From an optimization exercise on the open Yosys and OpenROAD flow, aimed at small area, a short achievable clock period and few clock cycles; shortcuts taken in it are not production practice.
Function was checked by simulation only, so behaviour that the tests miss may differ from the original.
No activity file was given, so power comes from the tool's default toggle rates.

**flow/flow/run.sh**
```bash
#!/bin/bash
# Standard layout (the standard.sh), with the timing repair aimed at a
# shorter period than the clock's and plain buffers on the ports.  The clock
# and constraints are the design's.
export SETUP_SLACK_MARGIN=5.7
export BUFFER_PORTS_ARGS="-buffer_cell sky130_fd_sc_hd__buf_2"
bash standard.sh > standard.log 2>&1
```
**flow/standard.sh**
```bash
#!/bin/bash
# synth_recipe.tcl (not shown) runs the flow's synth.tcl, then flattens the netlist and writes it again
# the make line also repeats each setting of config.mk as NAME=value (left out here)
make -C /OpenROAD-flow-scripts/flow DESIGN_CONFIG=/design/flow/config.mk WORK_HOME=/design/flow/orfs CLKGATE_MAP_FILE= SYNTH_SCRIPT=/design/flow/synth_recipe.tcl "${@:-finish}"
```
**flow/config.mk**
```make
export PLATFORM = sky130hd
export DESIGN_NAME = bf16_dual_lane_dot_product
export DESIGN_NICKNAME = bf16_dual_lane_dot_product
export VERILOG_FILES = /design/flow/design.v
export SDC_FILE = /design/flow/constraint.sdc
export NUM_CORES = 4
export LEC_CHECK = 0
export ABC_AREA = 1
export CAP_MARGIN = 20
export CORE_MARGIN = 2
export CORE_UTILIZATION = 40
export SLEW_MARGIN = 20
export TNS_END_PERCENT = 30
```
**flow/constraint.sdc**
```tcl
create_clock -name core_clock -period 10.5 [get_ports {clock}]
set_input_delay 2.1000 -clock core_clock [delete_from_list [all_inputs] [get_ports {clock}]]
set_output_delay 2.1000 -clock core_clock [all_outputs]
set_load 0.01 [all_outputs]
```
**flow/design.v**
```verilog
package bfdp_pkg;
   localparam logic [15:0] BF_NAN = 16'h7F81;
   localparam logic [15:0] BF_INF = 16'h7F80;
   localparam logic [10:0] BIAS   = 11'd127;
   typedef struct packed {
      logic pair_valid;
      logic last;
   } ctl_type;
   function automatic logic [17:0] cadd8(input logic [7:0] a, input logic [7:0] b);
      logic [7:0] g, p, gg, pp, g2, p2, g4, p4;
      logic [8:0] s0, s1;
      g = a & b;
      p = a ^ b;
      gg = g; pp = p;
      for (int i = 0; i < 8; i++) begin
         if (i % 2 == 1) begin
            gg[i] = g[i] | (p[i] & g[i-1]);
            pp[i] = p[i] & p[i-1];
         end
      end
      g2 = gg; p2 = pp;
      for (int i = 0; i < 8; i++) begin
         if (i % 4 >= 2) begin
            g2[i] = gg[i] | (pp[i] & gg[(i/4)*4+1]);
            p2[i] = pp[i] & pp[(i/4)*4+1];
         end
      end
      g4 = g2; p4 = p2;
      for (int i = 4; i < 8; i++) begin
         g4[i] = g2[i] | (p2[i] & g2[3]);
         p4[i] = p2[i] & p2[3];
      end
      s0[0] = p[0];
      s1[0] = ~p[0];
      for (int i = 1; i < 8; i++) begin
         s0[i] = p[i] ^ g4[i-1];
         s1[i] = p[i] ^ (g4[i-1] | p4[i-1]);
      end
      s0[8] = g4[7];
      s1[8] = g4[7] | p4[7];
      cadd8 = {s1, s0};
   endfunction
   function automatic logic [8:0] add8(input logic [7:0] a, input logic [7:0] b,
                                       input logic cin);
      logic [17:0] t;
      t = cadd8(a, b);
      add8 = cin ? t[17:9] : t[8:0];
   endfunction
   function automatic logic [15:0] bf_pack(input logic s, input logic signed [10:0] e,
                                           input logic [7:0] m);
      logic [15:0] r;
      if (e <= 0) r = {s, 15'd0};
      else if (e >= 255) r = {s, BF_INF[14:0]};
      else r = {s, e[7:0], m[6:0]};
      bf_pack = r;
   endfunction
   function automatic logic [15:0] bf_mul(input logic [15:0] x, input logic [15:0] y);
      logic              s;
      logic [7:0]        ex;
      logic [7:0]        ey;
      logic [15:0]       p;
      logic [7:0]        m;
      logic signed [10:0] e;
      logic [15:0]       r;
      s  = x[15] ^ y[15];
      ex = x[14:7];
      ey = y[14:7];
      p  = {1'b1, x[6:0]} * {1'b1, y[6:0]};
      e  = $signed({3'd0, ex} + {3'd0, ey} - BIAS);
      if (p[15]) begin
         m = p[15:8];
         e = e + 11'sd1;
      end else begin
         m = p[14:7];
      end
      if ((ex == 8'hFF && x[6:0] != 7'd0) || (ey == 8'hFF && y[6:0] != 7'd0)) r = BF_NAN;
      else if (ex == 8'hFF || ey == 8'hFF) r = (ex == 8'd0 || ey == 8'd0) ? BF_NAN :
                                              {s, BF_INF[14:0]};
      else if (ex == 8'd0 || ey == 8'd0) r = {s, 15'd0};
      else r = bf_pack(s, e, m);
      bf_mul = r;
   endfunction
   function automatic logic [15:0] bf_add(input logic [15:0] x, input logic [15:0] y);
      logic [7:0]         ex;
      logic [7:0]         ey;
      logic [7:0]         ma;
      logic [7:0]         mb;
      logic [7:0]         d;
      logic [8:0]         sum;
      logic [9:0]         rnd;
      logic               s;
      logic signed [10:0] e;
      logic [2:0]         pos;
      logic [7:0]         m;
      logic [15:0]        r;
      ex = x[14:7];
      ey = y[14:7];
      ma = {1'b1, x[6:0]};
      mb = {1'b1, y[6:0]};
      if (ex >= ey) begin
         d  = ex - ey;
         mb = (d >= 8'd8) ? 8'd0 : (mb >> d[2:0]);
         e  = $signed({3'd0, ex});
      end else begin
         d  = ey - ex;
         ma = (d >= 8'd8) ? 8'd0 : (ma >> d[2:0]);
         e  = $signed({3'd0, ey});
      end
      if (x[15] == y[15]) begin
         sum = {1'b0, ma} + {1'b0, mb};
         s   = x[15];
      end else if (ma >= mb) begin
         sum = {1'b0, ma - mb};
         s   = x[15];
      end else begin
         sum = {1'b0, mb - ma};
         s   = y[15];
      end
      pos = 3'd0;
      for (int i = 0; i < 8; i++) begin
         if (sum[i]) pos = 3'(i);
      end
      rnd = {1'b0, sum} + 10'd1;
      if (sum[8]) begin
         if (rnd[9]) begin
            m = 8'h80;
            e = e + 11'sd2;
         end else begin
            m = rnd[8:1];
            e = e + 11'sd1;
         end
      end else begin
         m = sum[7:0] << (3'd7 - pos);
         e = e - $signed({8'd0, 3'd7 - pos});
      end
      if ((ex == 8'hFF && x[6:0] != 7'd0) || (ey == 8'hFF && y[6:0] != 7'd0)) r = BF_NAN;
      else if (ex == 8'hFF && ey == 8'hFF) r = (x[15] != y[15]) ? BF_NAN : x;
      else if (ex == 8'hFF) r = x;
      else if (ey == 8'hFF) r = y;
      else if (ex == 8'd0 && ey == 8'd0) r = {x[15] & y[15], 15'd0};
      else if (ex == 8'd0) r = y;
      else if (ey == 8'd0) r = x;
      else if (sum == 9'd0) r = 16'd0;
      else r = bf_pack(s, e, m);
      bf_add = r;
   endfunction
endpackage
module bfdp_lane (
   input  logic        clock,
   input  logic        kill,
   input  logic [15:0] a,
   input  logic [15:0] b,
   output logic [15:0] product,
   output logic [8:0]  esum,
   output logic        carry
);
   localparam logic [1:0] C_NORM = 2'd0, C_ZERO = 2'd1, C_INF = 2'd2, C_NAN = 2'd3;
   logic       s1_s;
   logic [8:0] s1_esum;
   logic [1:0] s1_cls;
   logic [6:0] s1_ma, s1_mb;
   logic [15:0] product_ff;
   logic [7:0] ea, eb;
   logic       nan_a, nan_b, inf_a, inf_b, z_a, z_b;
   logic [1:0] cls_in;
   assign ea = a[14:7];
   assign eb = b[14:7];
   assign inf_a = (ea == 8'hFF);
   assign inf_b = (eb == 8'hFF);
   assign nan_a = inf_a && (a[6:0] != 7'd0);
   assign nan_b = inf_b && (b[6:0] != 7'd0);
   assign z_a   = (ea == 8'd0);
   assign z_b   = (eb == 8'd0);
   always_comb begin
      if (kill) cls_in = C_ZERO;
      else if (nan_a || nan_b || (inf_a && z_b) || (z_a && inf_b)) cls_in = C_NAN;
      else if (inf_a || inf_b) cls_in = C_INF;
      else if (z_a || z_b) cls_in = C_ZERO;
      else cls_in = C_NORM;
   end
   always_ff @(posedge clock) begin
      s1_s    <= kill | (a[15] ^ b[15]);
      s1_esum <= {1'b0, ea} + {1'b0, eb};
      s1_cls  <= cls_in;
      s1_ma   <= a[6:0];
      s1_mb   <= b[6:0];
   end
   logic [15:0] p;
   logic        c;
   logic        z0, z1, i0, i1;
   logic [15:0] prod_in;
   bfdp_mul8 u_mul (.a(s1_ma), .b(s1_mb), .p(p[15:7]));
   assign p[6:0] = 7'd0;
   assign c  = p[15];
   assign z0 = (s1_esum <= 9'd127);
   assign z1 = (s1_esum <= 9'd126);
   assign i0 = (s1_esum >= 9'd382);
   assign i1 = (s1_esum >= 9'd381);
   logic [7:0]  e0, e1;
   assign e0 = s1_esum[7:0] + 8'h81;
   assign e1 = s1_esum[7:0] + 8'h82;
   logic [15:0] cand0, cand1;
   always_comb begin
      case (s1_cls)
         C_NAN:  begin cand0 = 16'h7F81;           cand1 = 16'h7F81; end
         C_INF:  begin cand0 = {s1_s, 15'h7F80};   cand1 = {s1_s, 15'h7F80}; end
         C_ZERO: begin cand0 = {s1_s, 15'd0};      cand1 = {s1_s, 15'd0}; end
         default: begin
            cand0 = z0 ? {s1_s, 15'd0} : i0 ? {s1_s, 15'h7F80} : {s1_s, e0, p[13:7]};
            cand1 = z1 ? {s1_s, 15'd0} : i1 ? {s1_s, 15'h7F80} : {s1_s, e1, p[14:8]};
         end
      endcase
   end
   assign prod_in = c ? cand1 : cand0;
   always_ff @(posedge clock) product_ff <= prod_in;
   assign product = product_ff;
   assign esum    = s1_esum;
   assign carry   = c;
endmodule
module bfdp_mul8 (
   input  logic [6:0] a,
   input  logic [6:0] b,
   output logic [15:7] p
);
   logic pp_0_0;
   logic pp_0_1;
   logic pp_0_2;
   logic pp_0_3;
   logic pp_0_4;
   logic pp_0_5;
   logic pp_0_6;
   logic pp_1_0;
   logic pp_1_1;
   logic pp_1_2;
   logic pp_1_3;
   logic pp_1_4;
   logic pp_1_5;
   logic pp_1_6;
   logic pp_2_0;
   logic pp_2_1;
   logic pp_2_2;
   logic pp_2_3;
   logic pp_2_4;
   logic pp_2_5;
   logic pp_2_6;
   logic pp_3_0;
   logic pp_3_1;
   logic pp_3_2;
   logic pp_3_3;
   logic pp_3_4;
   logic pp_3_5;
   logic pp_3_6;
   logic pp_4_0;
   logic pp_4_1;
   logic pp_4_2;
   logic pp_4_3;
   logic pp_4_4;
   logic pp_4_5;
   logic pp_4_6;
   logic pp_5_0;
   logic pp_5_1;
   logic pp_5_2;
   logic pp_5_3;
   logic pp_5_4;
   logic pp_5_5;
   logic pp_5_6;
   logic pp_6_0;
   logic pp_6_1;
   logic pp_6_2;
   logic pp_6_3;
   logic pp_6_4;
   logic pp_6_5;
   logic pp_6_6;
   logic s1;
   logic c2;
   logic s3;
   logic c4;
   logic s5;
   logic c6;
   logic s7;
   logic c8;
   logic s9;
   logic c10;
   logic s11;
   logic c12;
   logic s13;
   logic c14;
   logic s15;
   logic c16;
   logic s17;
   logic c18;
   logic s19;
   logic c20;
   logic s21;
   logic c22;
   logic s23;
   logic c24;
   logic s25;
   logic c26;
   logic s27;
   logic c28;
   logic s29;
   logic c30;
   logic s31;
   logic c32;
   logic s33;
   logic c34;
   logic s35;
   logic c36;
   logic s37;
   logic c38;
   logic s39;
   logic c40;
   logic s41;
   logic c42;
   logic s43;
   logic c44;
   logic s45;
   logic c46;
   logic s47;
   logic c48;
   logic s49;
   logic c50;
   logic s51;
   logic c52;
   logic s53;
   logic c54;
   logic s55;
   logic c56;
   logic s57;
   logic c58;
   logic s59;
   logic c60;
   logic s61;
   logic c62;
   logic s63;
   logic c64;
   logic s65;
   logic c66;
   logic s67;
   logic c68;
   logic s69;
   logic c70;
   logic s71;
   logic c72;
   logic s73;
   logic c74;
   logic s75;
   logic c76;
   logic s77;
   logic c78;
   logic s79;
   logic c80;
   logic s81;
   logic c82;
   logic s83;
   logic c84;
   logic [15:0] ra, rb;
   assign pp_0_0 = a[0] & b[0];
   assign pp_0_1 = a[1] & b[0];
   assign pp_0_2 = a[2] & b[0];
   assign pp_0_3 = a[3] & b[0];
   assign pp_0_4 = a[4] & b[0];
   assign pp_0_5 = a[5] & b[0];
   assign pp_0_6 = a[6] & b[0];
   assign pp_1_0 = a[0] & b[1];
   assign pp_1_1 = a[1] & b[1];
   assign pp_1_2 = a[2] & b[1];
   assign pp_1_3 = a[3] & b[1];
   assign pp_1_4 = a[4] & b[1];
   assign pp_1_5 = a[5] & b[1];
   assign pp_1_6 = a[6] & b[1];
   assign pp_2_0 = a[0] & b[2];
   assign pp_2_1 = a[1] & b[2];
   assign pp_2_2 = a[2] & b[2];
   assign pp_2_3 = a[3] & b[2];
   assign pp_2_4 = a[4] & b[2];
   assign pp_2_5 = a[5] & b[2];
   assign pp_2_6 = a[6] & b[2];
   assign pp_3_0 = a[0] & b[3];
   assign pp_3_1 = a[1] & b[3];
   assign pp_3_2 = a[2] & b[3];
   assign pp_3_3 = a[3] & b[3];
   assign pp_3_4 = a[4] & b[3];
   assign pp_3_5 = a[5] & b[3];
   assign pp_3_6 = a[6] & b[3];
   assign pp_4_0 = a[0] & b[4];
   assign pp_4_1 = a[1] & b[4];
   assign pp_4_2 = a[2] & b[4];
   assign pp_4_3 = a[3] & b[4];
   assign pp_4_4 = a[4] & b[4];
   assign pp_4_5 = a[5] & b[4];
   assign pp_4_6 = a[6] & b[4];
   assign pp_5_0 = a[0] & b[5];
   assign pp_5_1 = a[1] & b[5];
   assign pp_5_2 = a[2] & b[5];
   assign pp_5_3 = a[3] & b[5];
   assign pp_5_4 = a[4] & b[5];
   assign pp_5_5 = a[5] & b[5];
   assign pp_5_6 = a[6] & b[5];
   assign pp_6_0 = a[0] & b[6];
   assign pp_6_1 = a[1] & b[6];
   assign pp_6_2 = a[2] & b[6];
   assign pp_6_3 = a[3] & b[6];
   assign pp_6_4 = a[4] & b[6];
   assign pp_6_5 = a[5] & b[6];
   assign pp_6_6 = a[6] & b[6];
   assign s1 = pp_0_6 ^ pp_1_5;
   assign c2 = pp_0_6 & pp_1_5;
   assign s3 = b[0] ^ pp_1_6 ^ pp_2_5;
   assign c4 = (b[0] & pp_1_6) | (b[0] & pp_2_5) | (pp_1_6 & pp_2_5);
   assign s5 = pp_3_4 ^ pp_4_3;
   assign c6 = pp_3_4 & pp_4_3;
   assign s7 = b[1] ^ pp_2_6 ^ pp_3_5;
   assign c8 = (b[1] & pp_2_6) | (b[1] & pp_3_5) | (pp_2_6 & pp_3_5);
   assign s9 = pp_4_4 ^ pp_5_3;
   assign c10 = pp_4_4 & pp_5_3;
   assign s11 = b[2] ^ pp_3_6 ^ pp_4_5;
   assign c12 = (b[2] & pp_3_6) | (b[2] & pp_4_5) | (pp_3_6 & pp_4_5);
   assign s13 = pp_0_4 ^ pp_1_3;
   assign c14 = pp_0_4 & pp_1_3;
   assign s15 = pp_0_5 ^ pp_1_4 ^ pp_2_3;
   assign c16 = (pp_0_5 & pp_1_4) | (pp_0_5 & pp_2_3) | (pp_1_4 & pp_2_3);
   assign s17 = pp_3_2 ^ pp_4_1;
   assign c18 = pp_3_2 & pp_4_1;
   assign s19 = s1 ^ pp_2_4 ^ pp_3_3;
   assign c20 = (s1 & pp_2_4) | (s1 & pp_3_3) | (pp_2_4 & pp_3_3);
   assign s21 = pp_4_2 ^ pp_5_1 ^ pp_6_0;
   assign c22 = (pp_4_2 & pp_5_1) | (pp_4_2 & pp_6_0) | (pp_5_1 & pp_6_0);
   assign s23 = c2 ^ s3 ^ s5;
   assign c24 = (c2 & s3) | (c2 & s5) | (s3 & s5);
   assign s25 = pp_5_2 ^ pp_6_1 ^ a[0];
   assign c26 = (pp_5_2 & pp_6_1) | (pp_5_2 & a[0]) | (pp_6_1 & a[0]);
   assign s27 = c4 ^ c6 ^ s7;
   assign c28 = (c4 & c6) | (c4 & s7) | (c6 & s7);
   assign s29 = s9 ^ pp_6_2 ^ a[1];
   assign c30 = (s9 & pp_6_2) | (s9 & a[1]) | (pp_6_2 & a[1]);
   assign s31 = c8 ^ c10 ^ s11;
   assign c32 = (c8 & c10) | (c8 & s11) | (c10 & s11);
   assign s33 = pp_5_4 ^ pp_6_3 ^ a[2];
   assign c34 = (pp_5_4 & pp_6_3) | (pp_5_4 & a[2]) | (pp_6_3 & a[2]);
   assign s35 = c12 ^ b[3] ^ pp_4_6;
   assign c36 = (c12 & b[3]) | (c12 & pp_4_6) | (b[3] & pp_4_6);
   assign s37 = pp_5_5 ^ pp_6_4 ^ a[3];
   assign c38 = (pp_5_5 & pp_6_4) | (pp_5_5 & a[3]) | (pp_6_4 & a[3]);
   assign s39 = b[4] ^ pp_5_6 ^ pp_6_5;
   assign c40 = (b[4] & pp_5_6) | (b[4] & pp_6_5) | (pp_5_6 & pp_6_5);
   assign s41 = pp_0_3 ^ pp_1_2;
   assign c42 = pp_0_3 & pp_1_2;
   assign s43 = s13 ^ pp_2_2 ^ pp_3_1;
   assign c44 = (s13 & pp_2_2) | (s13 & pp_3_1) | (pp_2_2 & pp_3_1);
   assign s45 = c14 ^ s15 ^ s17;
   assign c46 = (c14 & s15) | (c14 & s17) | (s15 & s17);
   assign s47 = c16 ^ c18 ^ s19;
   assign c48 = (c16 & c18) | (c16 & s19) | (c18 & s19);
   assign s49 = c20 ^ c22 ^ s23;
   assign c50 = (c20 & c22) | (c20 & s23) | (c22 & s23);
   assign s51 = c24 ^ c26 ^ s27;
   assign c52 = (c24 & c26) | (c24 & s27) | (c26 & s27);
   assign s53 = c28 ^ c30 ^ s31;
   assign c54 = (c28 & c30) | (c28 & s31) | (c30 & s31);
   assign s55 = c32 ^ c34 ^ s35;
   assign c56 = (c32 & c34) | (c32 & s35) | (c34 & s35);
   assign s57 = c36 ^ c38 ^ s39;
   assign c58 = (c36 & c38) | (c36 & s39) | (c38 & s39);
   assign s59 = c40 ^ b[5] ^ pp_6_6;
   assign c60 = (c40 & b[5]) | (c40 & pp_6_6) | (b[5] & pp_6_6);
   assign s61 = pp_0_2 ^ pp_1_1;
   assign c62 = pp_0_2 & pp_1_1;
   assign s63 = s41 ^ pp_2_1 ^ pp_3_0;
   assign c64 = (s41 & pp_2_1) | (s41 & pp_3_0) | (pp_2_1 & pp_3_0);
   assign s65 = c42 ^ s43 ^ pp_4_0;
   assign c66 = (c42 & s43) | (c42 & pp_4_0) | (s43 & pp_4_0);
   assign s67 = c44 ^ s45 ^ pp_5_0;
   assign c68 = (c44 & s45) | (c44 & pp_5_0) | (s45 & pp_5_0);
   assign s69 = c46 ^ s47 ^ s21;
   assign c70 = (c46 & s47) | (c46 & s21) | (s47 & s21);
   assign s71 = c48 ^ s49 ^ s25;
   assign c72 = (c48 & s49) | (c48 & s25) | (s49 & s25);
   assign s73 = c50 ^ s51 ^ s29;
   assign c74 = (c50 & s51) | (c50 & s29) | (s51 & s29);
   assign s75 = c52 ^ s53 ^ s33;
   assign c76 = (c52 & s53) | (c52 & s33) | (s53 & s33);
   assign s77 = c54 ^ s55 ^ s37;
   assign c78 = (c54 & s55) | (c54 & s37) | (s55 & s37);
   assign s79 = c56 ^ s57 ^ a[4];
   assign c80 = (c56 & s57) | (c56 & a[4]) | (s57 & a[4]);
   assign s81 = c58 ^ s59 ^ a[5];
   assign c82 = (c58 & s59) | (c58 & a[5]) | (s59 & a[5]);
   assign s83 = c60 ^ b[6] ^ a[6];
   assign c84 = (c60 & b[6]) | (c60 & a[6]) | (b[6] & a[6]);
   assign ra = {1'b0, c84, c82, c80, c78, c76, c74, c72, c70, c68, c66, c64, c62, s61, pp_0_1, pp_0_0};
   assign rb = {1'b0, 1'b1, s83, s81, s79, s77, s75, s73, s71, s69, s67, s65, s63, pp_2_0, pp_1_0, 1'b0};
   logic [15:0] sum;
   assign sum = ra + rb;
   assign p = sum[15:7];
endmodule
module bfdp_add (
   input  logic [15:0] x,
   input  logic [15:0] y,
   input  logic [8:0]  d,
   input  logic        xz,
   output logic [15:0] r,
   output logic        base_y,
   output logic        inc,
   output logic        dec,
   output logic        near,
   output logic [2:0]  lz,
   output logic [7:0]  lead
);
   logic       sx, sy, sub;
   logic [7:0] ex, ey, mx, my;
   assign sx  = x[15];
   assign sy  = y[15];
   assign ex  = x[14:7];
   assign ey  = y[14:7];
   assign mx  = {1'b1, x[6:0]};
   assign my  = {1'b1, y[6:0]};
   assign sub = sx ^ sy;
   logic       y_gt, d_p1, d_m1, d_eq, d_ge8, nd_ge8, is_near;
   logic [8:0] nd;
   assign y_gt   = d[8];
   assign nd     = ~d;                        
   assign d_eq   = (d == 9'd0);
   assign d_p1   = (d == 9'd1);
   assign d_m1   = (d == 9'h1FF);
   assign d_ge8  = (d[7:3] != 5'd0);          
   assign nd_ge8 = (nd[7:3] != 5'd0);         
   assign is_near = sub && (d_eq || d_p1 || d_m1);
   logic [7:0] my_sh, mx_sh, big, sml, yop, e_far;
   logic [8:0] f0, f1, e_p1, e_m1;
   assign my_sh = d_ge8  ? 8'd0 : (my >> d[2:0]);
   assign mx_sh = nd_ge8 ? 8'd0 : ({1'b0, mx[7:1]} >> nd[2:0]);
   assign big   = y_gt ? my : mx;
   assign sml   = y_gt ? mx_sh : my_sh;
   assign e_far = y_gt ? ey : ex;
   assign yop   = sml ^ {8{sub}};
   assign {f1, f0} = bfdp_pkg::cadd8(big, yop);    
   assign e_p1  = bfdp_pkg::add8(e_far, 8'h00, 1'b1);
   assign e_m1  = bfdp_pkg::add8(e_far, 8'hFF, 1'b0);
   logic [15:0] r_add, r_fsub;
   logic        s_fsub;
   assign r_add = !f0[8] ? {sx, e_far, f0[6:0]} :
                  (e_far == 8'd254) ? {sx, 15'h7F80} : {sx, e_p1[7:0], f1[7:1]};
   assign s_fsub = y_gt ? sy : sx;
   assign r_fsub = f1[7] ? {s_fsub, e_far, f1[6:0]} :
                   (e_far == 8'd1) ? {s_fsub, 15'd0} : {s_fsub, e_m1[7:0], f1[5:0], 1'b0};
   logic [7:0] na, nb, nmag, nnorm, e_near;
   logic [8:0] n0, n1;
   logic       n_ge, s_near;
   assign na = d_m1 ? my : mx;
   assign nb = d_p1 ? {1'b0, my[7:1]} : (d_m1 ? {1'b0, mx[7:1]} : my);
   assign {n1, n0} = bfdp_pkg::cadd8(na, ~nb);    
   assign n_ge   = n1[8];
   assign nmag   = n_ge ? n1[7:0] : ~n0[7:0];
   assign s_near = d_m1 ? sy : ((d_p1 || n_ge) ? sx : sy);
   assign e_near = d_m1 ? ey : ex;
   always_comb begin
      logic seen;
      seen = 1'b0;
      for (int k = 0; k < 8; k++) begin
         lead[k] = nmag[7-k] && !seen;
         seen = seen | nmag[7-k];
      end
   end
   always_comb begin
      lz = 3'd0;
      nnorm = 8'd0;
      for (int k = 0; k < 8; k++) begin
         if (lead[k]) lz = lz | 3'(k);
         if (lead[k]) nnorm = nnorm | (nmag << k);
      end
   end
   logic [2:0] e_lo;
   logic       bor, e_nl_pos;
   logic [4:0] eh, eh_m1;
   logic [7:0] e_nl;
   always_comb begin
      e_lo = 3'd0;
      bor  = 1'b0;
      for (int k = 0; k < 8; k++) begin
         if (lead[k]) e_lo = e_lo | (e_near[2:0] - 3'(k));
         if (lead[k] && (e_near[2:0] < 3'(k))) bor = 1'b1;
      end
   end
   assign eh    = e_near[7:3];
   assign eh_m1 = eh - 5'd1;
   assign e_nl  = {bor ? eh_m1 : eh, e_lo};
   assign e_nl_pos = (eh != 5'd0) || (!bor && e_lo != 3'd0);
   logic [15:0] r_near;
   assign r_near = (nmag == 8'd0) ? 16'd0 :
                   !e_nl_pos ? {s_near, 15'd0} : {s_near, e_nl, nnorm[6:0]};
   logic nan_x, nan_y, inf_x, inf_y, z_x, z_y;
   assign inf_x = (ex == 8'hFF) && !xz;
   assign inf_y = (ey == 8'hFF);
   assign nan_x = inf_x && (x[6:0] != 7'd0);
   assign nan_y = inf_y && (y[6:0] != 7'd0);
   assign z_x   = (ex == 8'd0) || xz;
   assign z_y   = (ey == 8'd0);
   logic special;
   assign special = nan_x || nan_y || inf_x || inf_y || z_x || z_y;
   logic sel_nan, sel_x, sel_y, sel_z, sel_add, sel_fsub, sel_near;
   assign sel_nan  = nan_x || nan_y || (inf_x && inf_y && sub);
   assign sel_x    = !sel_nan && (inf_x || (z_y && !z_x));
   assign sel_y    = !sel_nan && !inf_x && (inf_y || (z_x && !z_y));
   assign sel_z    = !inf_x && !inf_y && z_x && z_y;
   assign sel_add  = !special && !sub;
   assign sel_fsub = !special && sub && !is_near;
   assign sel_near = !special && is_near;
   assign r = ({16{sel_nan}}  & 16'h7F81) |
              ({16{sel_x}}    & x) |
              ({16{sel_y}}    & y) |
              ({16{sel_z}}    & {sx & sy & !xz, 15'd0}) |
              ({16{sel_add}}  & r_add) |
              ({16{sel_fsub}} & r_fsub) |
              ({16{sel_near}} & r_near);
   assign base_y = special ? sel_y : (is_near ? d_m1 : y_gt);
   assign inc    = !special && !sub && f0[8];
   assign dec    = !special && sub && !is_near && !f1[7];
   assign near   = !special && is_near;
endmodule
module bf16_dual_lane_dot_product (
   input  logic        clock,
   input  logic        reset,
   input  logic        req_valid,
   output logic        req_ready,
   input  logic [15:0] req_a_first,
   input  logic [15:0] req_b_first,
   input  logic [15:0] req_a_second,
   input  logic [15:0] req_b_second,
   input  logic        req_pair_valid,
   input  logic        req_last,
   output logic        rsp_valid,
   input  logic        rsp_ready,
   output logic [15:0] rsp_sum
);
   logic        accept;
   logic        s1_valid_ff, s1_last_ff;
   logic        s2_valid_ff, s2_last_ff;
   logic        s3_valid_ff, s3_last_ff;
   logic        s4_valid_ff, s4_last_ff;
   logic [15:0] prod_first, prod_second;
   logic [8:0]  esum_first, esum_second;
   logic        carry_first, carry_second;
   logic [8:0]  pdiff_ff;
   logic [15:0] term_in, term3_ff, term4_ff;
   logic [15:0] acc_ff, acc_in;
   logic [8:0]  diff_ff, diff_in;
   logic        fresh_ff;
   logic        ready_ff;
   logic        rsp_valid_ff, q1_valid_ff;
   logic [15:0] rsp_sum_ff, q1_ff;
   logic        res_valid, deq, head_free;
   logic        rsp_valid_in, q1_valid_in;
   logic [2:0]  pending;
   assign accept = req_valid && req_ready && !reset;
   bfdp_lane u_lane_first (
      .clock(clock), .kill(1'b0), .a(req_a_first), .b(req_b_first),
      .product(prod_first), .esum(esum_first), .carry(carry_first)
   );
   bfdp_lane u_lane_second (
      .clock(clock), .kill(!req_pair_valid), .a(req_a_second), .b(req_b_second),
      .product(prod_second), .esum(esum_second), .carry(carry_second)
   );
   logic [9:0] ed, ed_p1, ed_m1;
   assign ed    = {1'b0, esum_first} - {1'b0, esum_second};
   assign ed_p1 = ed + 10'd1;
   assign ed_m1 = ed - 10'd1;
   always_ff @(posedge clock) begin
      if (carry_first && !carry_second) pdiff_ff <= ed_p1[8:0];
      else if (!carry_first && carry_second) pdiff_ff <= ed_m1[8:0];
      else pdiff_ff <= ed[8:0];
   end
   logic       m_by, m_inc, m_dec, m_near;
   logic [2:0] m_lz;
   logic [7:0] m_lead;
   bfdp_add u_merge (
      .x(prod_first), .y(prod_second), .d(pdiff_ff), .xz(1'b0), .r(term_in),
      .base_y(m_by), .inc(m_inc), .dec(m_dec), .near(m_near), .lz(m_lz),
      .lead(m_lead)
   );
   logic       a_by, a_inc, a_dec, a_near;
   logic [2:0] a_lz;
   logic [7:0] a_lead;
   bfdp_add u_acc (
      .x(acc_ff), .y(term4_ff), .d(diff_ff), .xz(fresh_ff), .r(acc_in),
      .base_y(a_by), .inc(a_inc), .dec(a_dec), .near(a_near), .lz(a_lz),
      .lead(a_lead)
   );
   logic [8:0] qb, qb_p1, qb_m1;
   logic [3:0] ql;   
   logic [5:0] qh_m1;
   logic [8:0] qn;
   assign qb    = bfdp_pkg::add8(a_by ? term4_ff[14:7] : acc_ff[14:7], ~term3_ff[14:7], 1'b1) ^
                  9'h100;
   assign qb_p1 = qb + 9'd1;
   assign qb_m1 = qb - 9'd1;
   always_comb begin
      ql = 4'd0;
      for (int k = 0; k < 8; k++) begin
         if (a_lead[k]) ql = ql | ({1'b0, qb[2:0]} - 4'(k));
      end
   end
   assign qh_m1 = qb[8:3] - 6'd1;
   assign qn    = {ql[3] ? qh_m1 : qb[8:3], ql[2:0]};
   always_comb begin
      if (a_inc) diff_in = qb_p1;
      else if (a_dec) diff_in = qb_m1;
      else if (a_near) diff_in = qn;
      else diff_in = qb;
   end
   assign res_valid = s4_valid_ff && s4_last_ff;
   assign deq       = rsp_valid_ff && rsp_ready;
   assign head_free = !rsp_valid_ff || deq;
   assign rsp_valid_in = head_free ? (q1_valid_ff || res_valid) : 1'b1;
   assign q1_valid_in  = head_free ? (q1_valid_ff && res_valid) : (q1_valid_ff || res_valid);
   assign pending = {2'b0, rsp_valid_in} + {2'b0, q1_valid_in} +
                    {2'b0, accept && req_last} + {2'b0, s1_valid_ff && s1_last_ff} +
                    {2'b0, s2_valid_ff && s2_last_ff} + {2'b0, s3_valid_ff && s3_last_ff};
   assign req_ready = ready_ff || !req_last;
   always_ff @(posedge clock) begin
      term3_ff <= term_in;
      term4_ff <= s3_valid_ff ? term3_ff : 16'h8000;
      acc_ff   <= acc_in;
      diff_ff  <= diff_in;
      if (head_free) rsp_sum_ff <= q1_valid_ff ? q1_ff : acc_in;
      if (res_valid && (!head_free || q1_valid_ff)) q1_ff <= acc_in;
      s1_last_ff <= req_last;
      s2_last_ff <= s1_last_ff;
      s3_last_ff <= s2_last_ff;
      s4_last_ff <= s3_last_ff;
      if (reset) begin
         s1_valid_ff  <= 1'b0;
         s2_valid_ff  <= 1'b0;
         s3_valid_ff  <= 1'b0;
         s4_valid_ff  <= 1'b0;
         fresh_ff     <= 1'b1;
         ready_ff     <= 1'b1;
         rsp_valid_ff <= 1'b0;
         q1_valid_ff  <= 1'b0;
      end else begin
         s1_valid_ff  <= accept;
         s2_valid_ff  <= s1_valid_ff;
         s3_valid_ff  <= s2_valid_ff;
         s4_valid_ff  <= s3_valid_ff;
         if (s4_valid_ff) fresh_ff <= s4_last_ff;
         ready_ff     <= (pending <= 3'd1);
         rsp_valid_ff <= rsp_valid_in;
         q1_valid_ff  <= q1_valid_in;
      end
   end
   assign rsp_valid = rsp_valid_ff;
   assign rsp_sum   = rsp_sum_ff;
endmodule
```
==> results.txt, run 1 <==
fin util=a little under half; Final Non-Filler Cells=3,844; most frequent cells in the layout=732 x nand2_1, 544 x inv_1, 213 x nor2_1, 212 x o21ai_0, 151 x ha_1; drt initial violations=~1,300; sequential fraction of the synthesis area=20.8%; initial antenna violation count=0; WL/cell=~16 um; die height=approximately 230 um; GR Overflow Total=0; via count=between 20,000 and 25,000; CP required=8.40 ns; vias in the first global route=~19,000; Post-DP HPWL=between 40,000 and 50,000 um; CTS H-tree depth=4; share of layout cells above drive strength 1=about 13%; yosys warns=3; I/O Buffers=87; CORE AREA=0.0500 mm2; Switching Share=56.0%; row count=82; CP Class=input pin to output port; Final period util=around 44%; Clock Skews=around 0.023 ns; Min Hold Slack=~0.35 ns; commonest non-fill, non-tap cell in the layout=nand2_1; P_int=2.90 mW; Post-Syn Instances=3,044; Syn Nets=~3,400; syn_area_per_cell=6.63 um2; TritonCTS Buffers=17; clock share of power=between 10 and 15%; Syn Std Cell Area=0.0202 mm2; sequential power share=16.7%; Slew @ Worst Pin=a little over 1 ns; Clock Pin Slew Worst Setup and Hold Paths=0.09 ns; Die Wd=approximately 230 um; CTS Root Cell=clkbuf_16; final hold violations=0; Max-cap violations=0; first-pass GRT wire length=slightly below 100,000 um; Critical Path Start Type=input pin; count of unique library cells instantiated by Yosys=74; final wirelength=a little over 60,000 um; Max clock buf depth=2; initial core utilization=around two fifths; vias per inst=between 5 and 6; critical path peak fanout=3; Placer Congestion=about 1; worst hold path type=flop to flop; Top FF cell, synth=dfxtp_1; Max VDD drop=between 0.2 and 0.25 mV; leakage dissipation=about 12 nW; worst endpoint data arrival time=between 2 and 3 ns; Setup Viol. Count Final=0; setup TNS=0 ns; Skew-Pair Late Insertion Delay=0.50 ns; I/O pins=88; Comb pwr share=a little over 70%; RSZ-0062 raised after global routing=true; Pwr per Cell Area=~280 mW/mm2; status=finished clean; asr flop ratio synth=0%; Slew Limit Fails=0; die area=around 0.052 mm2; Fillers=slightly above 5,000; DR pass1 iterations=5; Final nets=roughly 3,500; Area Growth Syn to Fin=15.0%; placed cells=3,749; Routed Antenna Nets=0; drt drc=0; antenna cells=0; largest net degree at the start of global routing=43; Peak Freq=216 MHz; flops & latches, synth=~190; Setup crit end kind=output port; hold buffer count at cts=0; clock sinks=between 150 and 200; CTS tree=yes; total global-route track usage=23.1%; Tmin final=around 4.6 ns; Max-slew headroom=between 30% and 40%; Net Sw Power=around 3.7 mW; EDFF count, synth=32
==> metrics by stage <==
step	power, mW	setup WS (ns)	instance area [um2]
finish	6.58	5.87	23200
global route	7.23	5.67	23200
CTS	6.12	5.64	22200
detailed placement	5.29	4.43	21300
global placement	5.25	4.41	21300
floorplan	4.29	5.76	20200
==> state kept, by name (all words and copies together) (netlist names), 16 cells and up <==
register,count
rsp_sum_ff,16
term4_ff,16
u_lane_second.product_ff,16
u_lane_first.product_ff,16
acc_ff,16
term3_ff,16
q1_ff,16
==> critical path, cell delays in order <==
cell and delay [ns]:
buf_2 0.10, inv_1 0.04, nor2_1 0.11, inv_1 0.05, buf_2 0.13
==> layer usage <==
layer | track usage [%] | up-vias | share of wire [%]
li1 | - | 10100 | -
met2 | 40.5 | 618 | 49
met1 | 28.2 | 9355 | 42
met3 | 2.36 | 151 | 4.4
met4 | 11.6 | 0 | 4.6
met5 | 0 | - | 0
==> cell type report <==
cell class                      instances  area (um2)  area share [%]
Clock buffer                           17         425            1.83
Clock inverter                         15         213           0.916
Inverter                              569        2160            9.31
Multi-Input combinational cell       2228       14300            61.7
Sequential cell                       194        4260            18.4
Tap cell                              672         841            3.62
Timing Repair Buffer                  149        1000            4.31
==> cell usage after synthesis, types with 4 or more instances <==
master	count	area, um2
a32o_1	4	40.0
xnor2_1	16	140
o31ai_1	9	67.6
clkbuf_1	49	184
ha_1	157	1960
o21bai_1	4	30.0
a211oi_1	20	150
nand2_1	758	2850
nand2_2	29	181
o221ai_1	9	78.8
fa_1	88	1760
nand3_2	5	50.1
a221oi_1	6	52.6
nor4_1	34	213
o21ai_1	8	40.0
inv_1	550	2060
nor2_4	4	45.0
a31oi_1	18	113
dfxtp_1	162	3240
o211ai_1	17	128
o21ai_0	224	1120
o21a_1	6	45.0
o22ai_1	36	225
buf_1	4	15.0
nor2_1	231	867
a22oi_1	4	30.0
a2111oi_0	4	35.0
nand2_4	5	56.3
inv_2	13	48.8
nor2_2	11	68.8
nor3_1	50	250
clkinv_1	4	15.0
nand4_1	36	225
a21oi_1	142	711
a21o_1	4	30.0
a311oi_1	6	52.6
nand3_1	131	656
edfxtp_1	32	961
or2_2	14	87.6
xor2_1	83	727
==> path summary, 6_finish.rpt <==
path | from | end | slack [ns] | cells after the start
worst max-delay path | req_last | req_ready | 5.87 | 5
worst min-delay path | s3_last_ff$_DFF_P_ | s4_last_ff$_DFF_P_ | 0.35 | 0
worst max register to register | u_lane_first.s1_mb[0]$_DFF_P_ | pdiff_ff[8]$_DFF_P_ | 5.91 | 24
worst min register to register | s3_last_ff$_DFF_P_ | s4_last_ff$_DFF_P_ | 0.35 | 0
==> power groups by stage <==
stage | sequential (mW) | clock [mW] | combinational (mW)
final | 1.10 | 0.709 | 4.77
after detailed placement | 1.11 | 0 | 4.18
after global placement | 1.11 | 0 | 4.14
after global routing | 1.12 | 0.750 | 5.36
after CTS | 1.10 | 0.724 | 4.30
after floorplan | 1.02 | 0 | 3.28
==> kinds of logic after synthesis <==
group	count (synthesis)	share of synthesized area, %
AO/OA/AOI/OAI	544	15.7
XOR/XNOR	99	4.29
adder cells (fa/ha/maj)	245	18.4
buffers and inverters	629	11.9
flip-flops	194	20.8
multiplexers	2	0.105
AND/OR/NAND/NOR	1331	28.7
==> timing repair <==
action,CTS,global route
pin swaps,4,37
endpoints found under the setup margin,97,96
resized for setup,62,138
buffers inserted,8,46
cloned,2,7
Testbench counts, summed over its fixed seeds: cycles 40,230.
==> run 2, diff against run 1 <==
==> flow/flow/run.sh (replaced) <==
#!/bin/bash
# Standard layout (the standard.sh), with the timing repair aimed at a
# shorter period than the clock's and plain buffers on the ports.  The clock
# and constraints are the design's.
export SETUP_SLACK_MARGIN=5.85
export BUFFER_PORTS_ARGS="-buffer_cell sky130_fd_sc_hd__buf_2"
bash standard.sh > standard.log 2>&1
==> results.txt, run 2 <==
Top FF cell, synth=dfxtp_1; setup TNS=0 ns (unchanged); I/O pins=88 (unchanged); asr flop ratio synth=0% (unchanged); Final nets=3,489 (+0.43%); final wirelength=60,900 um (-0.97%); row count=82 (unchanged); Final period util=44.2% (+0.059 points); final hold violations=0 (unchanged); Clock Pin Slew Worst Setup and Hold Paths=0.08 ns (about the same); TritonCTS Buffers=17 (unchanged); reg-to-reg endpoint=pdiff_ff[8]$_DFF_P_; vias per inst=5.25 (about the same); Max-slew headroom=34.6% (+3.7 points); hold buffer count at cts=0 (unchanged); CP required=8.40 ns (about the same); GR Overflow Total=0 (unchanged); I/O Buffers=87 (unchanged); most frequent cells in the layout=724 x nand2_1, 544 x inv_1, 213 x nor2_1, 207 x o21ai_0, 155 x ha_1; Area Growth Syn to Fin=15.6%; CP peak stage delay=0.13 ns (about the same); count of unique library cells instantiated by Yosys=74 (unchanged); Slew Limit Fails=0 (unchanged); initial core utilization=40.4% (unchanged); syn_area_per_cell=6.63 um2 (unchanged); initial antenna violation count=0 (unchanged); Peak Freq=216 MHz (-0.13%); yosys warns=3 (unchanged); CORE AREA=0.0500 mm2 (unchanged); EDFF count, synth=32 (unchanged); CTS Root Cell=clkbuf_16; share of layout cells above drive strength 1=13.6% (+0.66 points); Post-Place Cell Area=0.0213 mm2 (about the same); Yosys top cell area share=16.1% (unchanged); Slew @ Worst Pin=0.975 ns (-0.0616 ns); CP Class=input pin to output port; leakage dissipation=11.8 nW (+0.53%); largest cells by area after synthesis=dfxtp_1 16%, nand2_1 14%, inv_1 10%, ha_1 9.7%, fa_1 8.7%; Switching Share=55.9% (-0.072 points); slowest CP cell=buf_2; largest net degree at the start of global routing=44 (+2.3%); most common cell in the netlist=nand2_1; Syn Std Cell Area=0.0202 mm2 (unchanged); Net Sw Power=3.72 mW (+0.87%); clock share of power=10.8% (about the same); flops & latches, synth=194 (unchanged); Post-DP HPWL=47,700 um (-1.4%); worst hold path type=flop to flop; commonest non-fill, non-tap cell in the layout=nand2_1; drt initial violations=1,596 (+19%); Power Total=6.65 mW (+1.0%); Clock Skews=0.0195 ns (-0.00367 ns); Placer Congestion=0.947 (-4.0%); RSZ-0062 raised after global routing=true; R2R cell count=20 (-17%); antenna cells=0 (unchanged); CTS tree=yes; Max VDD drop=0.176 mV (-15%); crit-path leading delay family=buffers and inverters; Routed Antenna Nets=0 (unchanged); sequential power share=16.5% (-0.2 points); via count=20,300 (+0.30%); Comb pwr share=72.7% (+0.2 points); Setup crit end kind=output port; first-pass GRT wire length=97,200 um (-1.0%); worst endpoint data arrival time=2.54 ns (about the same); Max clock buf depth=2 (unchanged); total global-route track usage=22.8% (-0.36 points); clock sinks=194 (unchanged); CTS H-tree depth=4 (unchanged); CP Launch Point=req_last; Pwr per Cell Area=285 mW/mm2 (+0.39%); WL/cell=15.8 um (-1.4%); CP Capture Point=req_ready; die height=229 um (unchanged); vias in the first global route=19,100 (-0.51%); WP buf/inv=4 (unchanged); drt drc=0 (unchanged); critical-path cell list=buf_2, inv_1, nor2_1, inv_1, buf_2; fin area=0.0234 mm2 (+0.60%); P_int=2.93 mW (+1.2%); critical path peak fanout=3 (unchanged); DR pass1 iterations=6 (+1); status=finished clean; Tmin final=4.64 ns (+0.00620 ns); Post-Syn Instances=3,044 (unchanged); flop-to-flop setup slack=5.91 ns (about the same); sequential fraction of the synthesis area=20.8% (unchanged); Max-cap violations=0 (unchanged); die area=0.0523 mm2 (unchanged); Post-synth top cells=758 x nand2_1, 550 x inv_1, 231 x nor2_1; Fillers=5,159 (-0.097%); area leader, netlist=dfxtp_1; Critical Path Start Type=input pin; Syn Nets=3,359 (unchanged); Worst R2R Start=u_lane_second.s1_mb[1]$_DFF_P_; Skew-Pair Late Insertion Delay=0.51 ns (about the same); Die Wd=229 um (unchanged); Crit. path cell count=5 (unchanged); Setup Viol. Count Final=0 (unchanged)
run 2: cell types whose count changed in the layout (fill, tap and decap cells not counted), sizes merged:
cell	previous run	this run
buf	146	159
clkinv	10	7
inv	569	571
clkbuf	20	21
clkinvlp	5	6
nand2	796	795
nand3	141	142
nor2	249	250
run 2: logic make-up (layout without fill, tap and decap cells):
group	Yosys count	count (layout)	share of synthesized area [%]
and+or+nand+nor	1331	1339	28.7
buffers and inverters	629	764	11.9
AOI/OAI and AO/OA	544	544	15.7
adders and majority gates	245	245	18.4
DFF	194	194	20.8
xor gates and xnor gates	99	99	4.29
muxes	2	2	0.105
run 2: through the flow:
stage	setup slack, ns	hold WS (ns)	cells	util (%)
floorplan	5.81	0.331	3044	-
global placement	4.56	0.334	3748	42.6
detailed placement	4.53	0.343	3748	42.6
CTS	5.82	0.359	3798	44.7
global route	5.67	0.361	3859	46.7
finish	5.86	0.356	3859	46.7
run 2: timing repair:
| item | CTS | global route |
|---|---|---|
| gates resized for setup | 80 | 142 |
| cloned | 4 | 7 |
| setup endpoints to repair | 100 | 104 |
| hold endpoints to repair | 0 | 0 |
| pin swaps | 10 | 48 |
| buffers inserted | 14 | 54 |
run 2: worst min-delay path by stage:
stage | startpoint | endpoint | slack (ns) | cells past startpoint
5_1_grt | s2_last_ff$_DFF_P_ | s3_last_ff$_DFF_P_ | 0.36 | 0
4_1_cts | s2_last_ff$_DFF_P_ | s3_last_ff$_DFF_P_ | 0.36 | 0
3_3_place_gp | s3_last_ff$_DFF_P_ | s4_last_ff$_DFF_P_ | 0.33 | 0
3_5_place_dp | s2_last_ff$_DFF_P_ | s3_last_ff$_DFF_P_ | 0.34 | 0
2_1_floorplan | s1_last_ff$_DFF_P_ | s2_last_ff$_DFF_P_ | 0.33 | 0
6_report | s2_last_ff$_DFF_P_ | s3_last_ff$_DFF_P_ | 0.36 | 0
run 2: area by class of cell:
cell class                      instances  area, um2  share of cell area, %
Multi-Input combinational cell       2229      14300                   61.4
Sequential cell                       194       4270                   18.3
Inverter                              569       2180                   9.32
Timing Repair Buffer                  163       1080                   4.64
Tap cell                              672        841                   3.60
Clock buffer                           17        425                   1.82
Clock inverter                         15        218                  0.932
run 2: power by group through the flow:
stage | sequential [mW] | clock (mW) | combinational [mW]
finish | 1.10 | 0.718 | 4.83
global route | 1.11 | 0.762 | 5.40
floorplan | 1.02 | 0 | 3.28
global placement | 1.11 | 0 | 4.14
CTS | 1.09 | 0.738 | 4.32
detailed placement | 1.11 | 0 | 4.16
run 2: layer usage:
layer,part of all wire (%),track usage [%],vias up
met1,42,27.4,9422
li1,-,-,10100
met3,4.2,2.46,153
met2,50,40.8,569
met5,0,0,-
met4,4.3,10.2,0

## separate check: timing with driven ports
The flow's constraints put no driver on any port. The routed layouts listed below were extracted and timed again, unchanged, in two steps. Step 1: set_driving_cell puts a clkbuf_16 on clock and a buf_2 on each other input, an assumption about the parent block. Step 2, shift: input delay + t, output delay - t, t = (earliest + latest rising clock arrival at the registers) / 2. This alone moves slack from input paths to output paths. Three values: ideal ports, drivers, drivers and shift; two values: the first two.
run | t, ns | slack for setup (ns) | worst setup path at the end | worst register clock-pin slew, ns
run 1 | 0.548 | 5.867 / 5.847 / 5.686 | input to register | 0.10 / 0.10
run 2 | 0.553 | 5.861 / 5.839 / 5.808 | input to register | 0.09 / 0.09
After both steps setup and hold are still met in every run listed. For run 1, which loses most, drivers alone change the setup slack by -0.020 ns; drivers and shift together by -0.181 ns.
